Source: an optimization exercise on an open RTL-to-GDS flow (aim: small area and a short achievable clock period). Production flows keep margins and buffers that such runs may drop.
Power is estimated from default activity; no workload was simulated.

Setup of main:
==> module integral_image_engine, before the edit <==
module integral_image_engine #(
    parameter int IMG_W  = 160,
    parameter int IMG_H  = 120,
    parameter int PIX_W  = 4,
    parameter int SUM_W  = 20,
    parameter int ADDR_W = 15
) (
    input  logic              clk,
    input  logic              rst_n,
    input  logic              frame_start,
    input  logic              pix_valid,
    input  logic [PIX_W-1:0]  pix_data,
    input  logic [1:0]        mode,
    input  logic              arm,
    output logic              wr_en,
    output logic [ADDR_W-1:0] wr_addr,
    output logic [SUM_W-1:0]  wr_data,
    output logic              frame_done,
    output logic              busy,
    output logic              overflow
);
    localparam int XW = (IMG_W > 1) ? $clog2(IMG_W) : 1;
    localparam int YW = $clog2(IMG_H + 1);
    localparam int CW0 = $clog2(IMG_H * ((1 << PIX_W) - 1) + 1);
    localparam int CW  = (CW0 < SUM_W) ? CW0 : SUM_W;
    localparam int HW  = SUM_W - PIX_W;    
    localparam int CHW = CW - PIX_W;
    localparam logic [XW-1:0] X_LAST = XW'(IMG_W - 1);
    localparam logic [YW-1:0] Y_LAST = YW'(IMG_H - 1);
    localparam logic [1:0] MODE_CONT   = 2'b00;
    localparam logic [1:0] MODE_SINGLE = 2'b01;
    logic [XW-1:0]     x;
    logic [YW-1:0]     y;
    logic              in_frame;
    logic              capture;
    logic              armed;
    logic              x_zero;      
    logic              y_zero;      
    logic [IMG_W*CW-1:0] sr;
    logic [CW-1:0]       tail;
    logic                pend;
    logic [CW-1:0]       head;
    logic              decision;
    logic              cap_now;
    logic              accept;
    logic              x_first, y_first, x_last, y_last;
    logic              last_pix;
    logic              in_frame_next;
    logic [ADDR_W-1:0] cur_addr;
    logic [SUM_W-1:0]  base;       
    logic [PIX_W:0]    lo_sum;
    logic [HW-1:0]     base_hi_inc;
    logic [SUM_W-1:0]  ii;
    logic [CW-1:0]     above;
    logic [PIX_W:0]    col_lo;
    logic [CHW-1:0]    above_hi_inc;
    logic [CW-1:0]     col_new;
    assign head = pend ? sr[2*CW-1:CW] : sr[CW-1:0];
    always_comb begin
        decision = 1'b0;
        case (mode)
            MODE_CONT:   decision = 1'b1;
            MODE_SINGLE: decision = armed | arm;
            default:     decision = 1'b0;
        endcase
        cap_now = frame_start ? decision : capture;
        accept  = pix_valid & (frame_start | in_frame);
        x_first  = x_zero;
        y_first  = y_zero;
        x_last   = (x == X_LAST);
        y_last   = (y == Y_LAST);
        last_pix = ~frame_start & x_last & y_last;
        if (accept) in_frame_next = ~last_pix;
        else        in_frame_next = frame_start | in_frame;
        cur_addr = (frame_start | (x_first & y_first)) ? '0 : wr_addr + ADDR_W'(1);
        base        = (x_first ? '0 : wr_data) + (y_first ? '0 : SUM_W'(head));
        base_hi_inc = base[SUM_W-1:PIX_W] + HW'(1);
        lo_sum      = {1'b0, base[PIX_W-1:0]} + {1'b0, pix_data};
        if (frame_start)
            ii = SUM_W'(pix_data);
        else
            ii = {(lo_sum[PIX_W] ? base_hi_inc : base[SUM_W-1:PIX_W]), lo_sum[PIX_W-1:0]};
        above        = y_first ? '0 : head;
        above_hi_inc = above[CW-1:PIX_W] + CHW'(1);
        col_lo       = {1'b0, above[PIX_W-1:0]} + {1'b0, pix_data};
        if (frame_start)
            col_new = CW'(pix_data);
        else
            col_new = {col_lo[PIX_W] ? above_hi_inc : above[CW-1:PIX_W], col_lo[PIX_W-1:0]};
    end
    always_ff @(posedge clk) begin
        if (pend) begin
            sr <= {tail, sr[IMG_W*CW-1:CW]};
        end
        if (accept) begin
            tail <= col_new;
        end
    end
    always_ff @(posedge clk or negedge rst_n) begin
        if (!rst_n) begin
            x          <= '0;
            y          <= '0;
            x_zero     <= 1'b1;
            y_zero     <= 1'b1;
            in_frame   <= 1'b0;
            pend       <= 1'b0;
            capture    <= 1'b0;
            armed      <= 1'b0;
            wr_en      <= 1'b0;
            wr_addr    <= '0;
            wr_data    <= '0;
            frame_done <= 1'b0;
            busy       <= 1'b0;
            overflow   <= 1'b0;
        end else begin
            if (accept) begin
                if (frame_start) begin
                    x      <= (IMG_W > 1) ? XW'(1) : '0;
                    y      <= (IMG_W > 1) ? '0 : YW'(1);
                    x_zero <= (IMG_W == 1);
                    y_zero <= (IMG_W > 1);
                end else if (x_last) begin
                    x      <= '0;
                    y      <= y + YW'(1);
                    x_zero <= 1'b1;
                    y_zero <= 1'b0;
                end else begin
                    x      <= x + XW'(1);
                    x_zero <= 1'b0;
                end
                wr_addr <= cur_addr;
                wr_data <= ii;
            end else if (frame_start) begin
                x      <= '0;
                y      <= '0;
                x_zero <= 1'b1;
                y_zero <= 1'b1;
            end
            in_frame   <= in_frame_next;
            pend       <= accept;
            capture    <= cap_now;
            wr_en      <= accept & cap_now;
            frame_done <= accept & cap_now & last_pix;
            busy       <= cap_now & in_frame_next;
            if (frame_start) begin
                overflow <= 1'b0;
            end else if (pix_valid && !in_frame) begin
                overflow <= 1'b1;
            end
            if (frame_start && (mode == MODE_SINGLE)) begin
                armed <= 1'b0;
            end else if (arm) begin
                armed <= 1'b1;
            end
        end
    end
endmodule
Settings: LEC_CHECK=0, ABC_CLOCK_PERIOD_IN_PS=3000, CAP_MARGIN=20, CORE_MARGIN=2, CORE_UTILIZATION=55, SLEW_MARGIN=20; clock period 10.0 ns.
standard.sh (not shown) runs the stock make flow with config.mk's settings and CLKGATE_MAP_FILE= SYNTH_SCRIPT=/design/flow/synth_recipe.tcl, a recipe that flattens the netlist after the stock synthesis.
==> flow/flow/run.sh <==
#!/bin/bash
# Standard ORFS layout; repair aims for a tighter setup target than the clock.
bash standard.sh SETUP_SLACK_MARGIN=6.6 finish > standard.log 2>&1
Input-level comparison between the feature branch and main:
diff --git a/flow/design.v b/flow/design.v
--- a/flow/design.v
+++ b/flow/design.v
@@ -74,20 +74,15 @@
         else        in_frame_next = frame_start | in_frame;
         cur_addr = (frame_start | (x_first & y_first)) ? '0 : wr_addr + ADDR_W'(1);
         base        = (x_first ? '0 : wr_data) + (y_first ? '0 : SUM_W'(head));
         base_hi_inc = base[SUM_W-1:PIX_W] + HW'(1);
-        lo_sum      = {1'b0, base[PIX_W-1:0]} + {1'b0, pix_data};
-        if (frame_start)
-            ii = SUM_W'(pix_data);
-        else
-            ii = {(lo_sum[PIX_W] ? base_hi_inc : base[SUM_W-1:PIX_W]), lo_sum[PIX_W-1:0]};
-        above        = y_first ? '0 : head;
+        lo_sum      = (frame_start ? '0 : {1'b0, base[PIX_W-1:0]}) + {1'b0, pix_data};
+        ii[PIX_W-1:0]     = lo_sum[PIX_W-1:0];
+        ii[SUM_W-1:PIX_W] = frame_start ? '0 : (lo_sum[PIX_W] ? base_hi_inc : base[SUM_W-1:PIX_W]);
+        above        = (frame_start | y_first) ? '0 : head;
         above_hi_inc = above[CW-1:PIX_W] + CHW'(1);
         col_lo       = {1'b0, above[PIX_W-1:0]} + {1'b0, pix_data};
-        if (frame_start)
-            col_new = CW'(pix_data);
-        else
-            col_new = {col_lo[PIX_W] ? above_hi_inc : above[CW-1:PIX_W], col_lo[PIX_W-1:0]};
+        col_new      = {col_lo[PIX_W] ? above_hi_inc : above[CW-1:PIX_W], col_lo[PIX_W-1:0]};
     end
     always_ff @(posedge clk) begin
         if (pend) begin
             sr <= {tail, sr[IMG_W*CW-1:CW]};
### Flow results
The feature branch -> main: synthesized-area fraction occupied by adder cells flat
Going from main to the feature branch, routed wire length now smaller, final-layout non-clock buffer area share now smaller, internal power of the cells now smaller.
Area of the die: the feature branch vs main — no meaningful difference
For the feature branch, the path type of the worst setup path was primary input to flip-flop, unlike main, where it was flip-flop to flip-flop.
Function was not checked in any run of this note: the RTL went through the layout flow alone.

---

The RTL this note starts from:
==> flow/design.v <==
module integral_image_engine #(
    parameter int IMG_W  = 160,
    parameter int IMG_H  = 120,
    parameter int PIX_W  = 4,
    parameter int SUM_W  = 20,
    parameter int ADDR_W = 15
) (
    input  logic              clk,
    input  logic              rst_n,
    input  logic              frame_start,
    input  logic              pix_valid,
    input  logic [PIX_W-1:0]  pix_data,
    input  logic [1:0]        mode,
    input  logic              arm,
    output logic              wr_en,
    output logic [ADDR_W-1:0] wr_addr,
    output logic [SUM_W-1:0]  wr_data,
    output logic              frame_done,
    output logic              busy,
    output logic              overflow
);
    localparam int XW = (IMG_W > 1) ? $clog2(IMG_W) : 1;
    localparam int YW = $clog2(IMG_H + 1);
    localparam int CW0 = $clog2(IMG_H * ((1 << PIX_W) - 1) + 1);
    localparam int CW  = (CW0 < SUM_W) ? CW0 : SUM_W;
    localparam int HW  = SUM_W - PIX_W;    
    localparam int CHW = CW - PIX_W;
    localparam logic [XW-1:0] X_LAST = XW'(IMG_W - 1);
    localparam logic [YW-1:0] Y_LAST = YW'(IMG_H - 1);
    function automatic logic [SUM_W-1:0] pp_add(input logic [SUM_W-1:0] a,
                                                input logic [SUM_W-1:0] b);
        logic [SUM_W-1:0] g, p;
        g = a & b;
        p = a ^ b;
        for (int d = 1; d < SUM_W; d = d * 2) begin
            g = g | (p & (g << d));
            p = p & ((p << d) | SUM_W'((1 << d) - 1));
        end
        pp_add = a ^ b ^ (g << 1);
    endfunction
    function automatic logic [SUM_W-1:0] pp_inc(input logic [SUM_W-1:0] a);
        logic [SUM_W-1:0] c;
        c = a;
        for (int d = 1; d < SUM_W; d = d * 2) begin
            c = c & ((c << d) | SUM_W'((1 << d) - 1));
        end
        pp_inc = a ^ ((c << 1) | SUM_W'(1));
    endfunction
    localparam logic [1:0] MODE_CONT   = 2'b00;
    localparam logic [1:0] MODE_SINGLE = 2'b01;
    logic [XW-1:0]     x;
    logic [YW-1:0]     y;
    logic              in_frame;
    logic              capture;
    logic              armed;
    logic              x_zero;      
    logic              y_zero;      
    logic [IMG_W*CW-1:0] sr;
    logic [CW-1:0]       tail;
    logic                pend;
    logic [CW-1:0]       above;
    logic [CW-1:0]       head_next;
    logic              decision;
    logic              cap_now;
    logic              accept;
    logic              x_first, y_first, x_last, y_last;
    logic              last_pix;
    logic              in_frame_next;
    logic [ADDR_W-1:0] cur_addr;
    logic [SUM_W-1:0]  base;       
    logic [SUM_W-1:0]  acc_q;      
    logic [ADDR_W-1:0] addr_q;     
    logic [SUM_W-1:0]  acc;        
    logic [SUM_W-1:0]  base16;     
    logic [SUM_W-1:0]  ii;
    logic [CHW-1:0]    above_hi_inc;
    logic [CW-1:0]     col_new;
    assign head_next = pend ? sr[3*CW-1:2*CW] : sr[2*CW-1:CW];
    logic [ADDR_W-1:0] addr_inc;
    logic [XW-1:0]     x_inc;
    logic [YW-1:0]     y_inc;
    assign addr_inc     = ADDR_W'(pp_inc(SUM_W'(addr_q)));
    assign x_inc        = XW'(pp_inc(SUM_W'(x)));
    assign y_inc        = YW'(pp_inc(SUM_W'(y)));
    assign acc          = x_zero ? '0 : acc_q;
    assign base         = pp_add(acc, SUM_W'(above));
    assign base16       = pp_add(acc ^ SUM_W'(above) ^ SUM_W'(1 << PIX_W),
                                 ((acc & SUM_W'(above)) |
                                  ((acc | SUM_W'(above)) & SUM_W'(1 << PIX_W))) << 1);
    assign above_hi_inc = CHW'(pp_inc(SUM_W'(above[CW-1:PIX_W])));
    integral_image_pix_add #(.W(SUM_W), .PIX_W(PIX_W)) u_ii_add (
        .pix(pix_data), .restart(frame_start), .lo(base[PIX_W-1:0]),
        .hi(base[SUM_W-1:PIX_W]), .hi_inc(base16[SUM_W-1:PIX_W]), .sum(ii));
    integral_image_pix_add #(.W(CW), .PIX_W(PIX_W)) u_col_add (
        .pix(pix_data), .restart(frame_start), .lo(above[PIX_W-1:0]),
        .hi(above[CW-1:PIX_W]), .hi_inc(above_hi_inc), .sum(col_new));
    always_comb begin
        decision = 1'b0;
        case (mode)
            MODE_CONT:   decision = 1'b1;
            MODE_SINGLE: decision = armed | arm;
            default:     decision = 1'b0;
        endcase
        cap_now = frame_start ? decision : capture;
        accept  = pix_valid & (frame_start | in_frame);
        x_first  = x_zero;
        y_first  = y_zero;
        x_last   = (x == X_LAST);
        y_last   = (y == Y_LAST);
        last_pix = ~frame_start & x_last & y_last;
        if (accept) in_frame_next = ~last_pix;
        else        in_frame_next = frame_start | in_frame;
        cur_addr = (frame_start | (x_first & y_first)) ? '0 : addr_inc;
    end
    always_ff @(posedge clk) begin
        if (pend) begin
            sr <= {tail, sr[IMG_W*CW-1:CW]};
        end
        if (accept) begin
            tail   <= col_new;
            acc_q  <= ii;
            addr_q <= cur_addr;
        end
        if (frame_start) begin
            above <= '0;
        end else if (accept) begin
            above <= (y_first & ~x_last) ? '0 : head_next;
        end
    end
    always_ff @(posedge clk or negedge rst_n) begin
        if (!rst_n) begin
            x          <= '0;
            y          <= '0;
            x_zero     <= 1'b1;
            y_zero     <= 1'b1;
            in_frame   <= 1'b0;
            pend       <= 1'b0;
            capture    <= 1'b0;
            armed      <= 1'b0;
            wr_en      <= 1'b0;
            wr_addr    <= '0;
            wr_data    <= '0;
            frame_done <= 1'b0;
            busy       <= 1'b0;
            overflow   <= 1'b0;
        end else begin
            if (accept) begin
                if (frame_start) begin
                    x      <= (IMG_W > 1) ? XW'(1) : '0;
                    y      <= (IMG_W > 1) ? '0 : YW'(1);
                    x_zero <= (IMG_W == 1);
                    y_zero <= (IMG_W > 1);
                end else if (x_last) begin
                    x      <= '0;
                    y      <= y_inc;
                    x_zero <= 1'b1;
                    y_zero <= 1'b0;
                end else begin
                    x      <= x_inc;
                    x_zero <= 1'b0;
                end
            end else if (frame_start) begin
                x      <= '0;
                y      <= '0;
                x_zero <= 1'b1;
                y_zero <= 1'b1;
            end
            wr_addr    <= cur_addr;
            wr_data    <= ii;
            in_frame   <= in_frame_next;
            pend       <= accept;
            capture    <= cap_now;
            wr_en      <= accept & cap_now;
            frame_done <= accept & cap_now & last_pix;
            busy       <= cap_now & in_frame_next;
            if (frame_start) begin
                overflow <= 1'b0;
            end else if (pix_valid && !in_frame) begin
                overflow <= 1'b1;
            end
            if (frame_start && (mode == MODE_SINGLE)) begin
                armed <= 1'b0;
            end else if (arm) begin
                armed <= 1'b1;
            end
        end
    end
endmodule
module integral_image_pix_add #(
    parameter int W     = 20,
    parameter int PIX_W = 4
) (
    input  logic [PIX_W-1:0] pix,
    input  logic             restart,
    input  logic [PIX_W-1:0] lo,
    input  logic [W-PIX_W-1:0] hi,
    input  logic [W-PIX_W-1:0] hi_inc,
    output logic [W-1:0]     sum
);
    logic [PIX_W-1:0] g, t;
    logic [PIX_W:0]   c;
    logic             term;
    always_comb begin
        g = lo & pix;
        t = lo ^ pix;
        c = '0;
        for (int i = 1; i <= PIX_W; i++) begin
            for (int j = 0; j < i; j++) begin
                term = g[j];
                for (int k = j + 1; k < i; k++) term = term & t[k];
                c[i] = c[i] | term;
            end
        end
        if (restart)
            sum = W'(pix);
        else
            sum = {c[PIX_W] ? hi_inc : hi, t ^ c[PIX_W-1:0]};
    end
endmodule
export LEC_CHECK = 0
export ABC_CLOCK_PERIOD_IN_PS = 3000
export CAP_MARGIN = 20
export CORE_MARGIN = 2
export CORE_UTILIZATION = 65
export CTS_CLUSTER_DIAMETER = 80
export CTS_CLUSTER_SIZE = 30
export SLEW_MARGIN = 20
export SYNTH_HIERARCHICAL = 1
export SYNTH_MINIMUM_KEEP_SIZE = 0
create_clock -name core_clock -period 10.0 [get_ports {clk}]
==> flow/flow/run.sh <==
#!/bin/bash
# Standard ORFS layout; repair aims for a tighter setup target than the clock.
bash standard.sh SETUP_SLACK_MARGIN=7.0 MATCH_CELL_FOOTPRINT=0 finish > standard.log 2>&1
The first run completed without violations.
Change:
--- a/flow/design.v
+++ b/flow/design.v
@@ -69,6 +69,4 @@
     logic [ADDR_W-1:0] cur_addr;
     logic [SUM_W-1:0]  base;       
-    logic [SUM_W-1:0]  acc_q;      
-    logic [ADDR_W-1:0] addr_q;     
     logic [SUM_W-1:0]  acc;        
     logic [SUM_W-1:0]  base16;     
@@ -80,8 +78,8 @@
     logic [XW-1:0]     x_inc;
     logic [YW-1:0]     y_inc;
-    assign addr_inc     = ADDR_W'(pp_inc(SUM_W'(addr_q)));
+    assign addr_inc     = ADDR_W'(pp_inc(SUM_W'(wr_addr)));
     assign x_inc        = XW'(pp_inc(SUM_W'(x)));
     assign y_inc        = YW'(pp_inc(SUM_W'(y)));
-    assign acc          = x_zero ? '0 : acc_q;
+    assign acc          = x_zero ? '0 : wr_data;
     assign base         = pp_add(acc, SUM_W'(above));
     assign base16       = pp_add(acc ^ SUM_W'(above) ^ SUM_W'(1 << PIX_W),
@@ -118,7 +116,5 @@
         end
         if (accept) begin
-            tail   <= col_new;
-            acc_q  <= ii;
-            addr_q <= cur_addr;
+            tail <= col_new;
         end
         if (frame_start) begin
@@ -160,4 +156,6 @@
                     x_zero <= 1'b0;
                 end
+                wr_addr <= cur_addr;
+                wr_data <= ii;
             end else if (frame_start) begin
                 x      <= '0;
@@ -166,6 +164,4 @@
                 y_zero <= 1'b1;
             end
-            wr_addr    <= cur_addr;
-            wr_data    <= ii;
             in_frame   <= in_frame_next;
             pend       <= accept;
Via count rises slightly.
Power falls slightly.
Synthesized cell count rises slightly.
Combinational power falls by a little under a tenth.
Global-route usage barely changes.
First-iteration DRC count falls by roughly a tenth.
Routed wire length falls slightly.
No functional check of the RTL was part of any run of this note.

-- port drivers added, routing unchanged --
No port has a modelled driver above. Below, the same layouts with a new extraction and two added sets of constraints. Step 1 sets driving cells, clkbuf_16 on the clock port and buf_2 on the other inputs (assumed; they add their load-dependent delay and slew). Step 2 times the ports against the registers' clock, not the clock port: input delays grow and output delays shrink by t, the midpoint of the rising clock arrivals with the driver on. Slacks: no drivers / after step 1 / after step 2; pairs: no drivers / after step 1.
run | t (ns) | setup slack, ns | worst hold slack (ns)
main | 0.794 | 6.068 / 6.068 / 5.367 | 0.404 / 0.404 / 0.404
the feature branch | 0.806 | 6.360 / 6.381 / 5.575 | 0.400 / 0.400 / 0.400
the first run of note 2 | 0.713 | 6.632 / 6.628 / 6.129 | 0.412 / 0.412 / 0.412
the second run of note 2 | 0.715 | 6.599 / 6.599 / 6.241 | 0.397 / 0.397 / 0.397
After both steps every run listed still meets setup and hold. For the feature branch, which loses most, drivers alone change the setup slack by +0.021 ns; drivers and shift together by -0.785 ns.
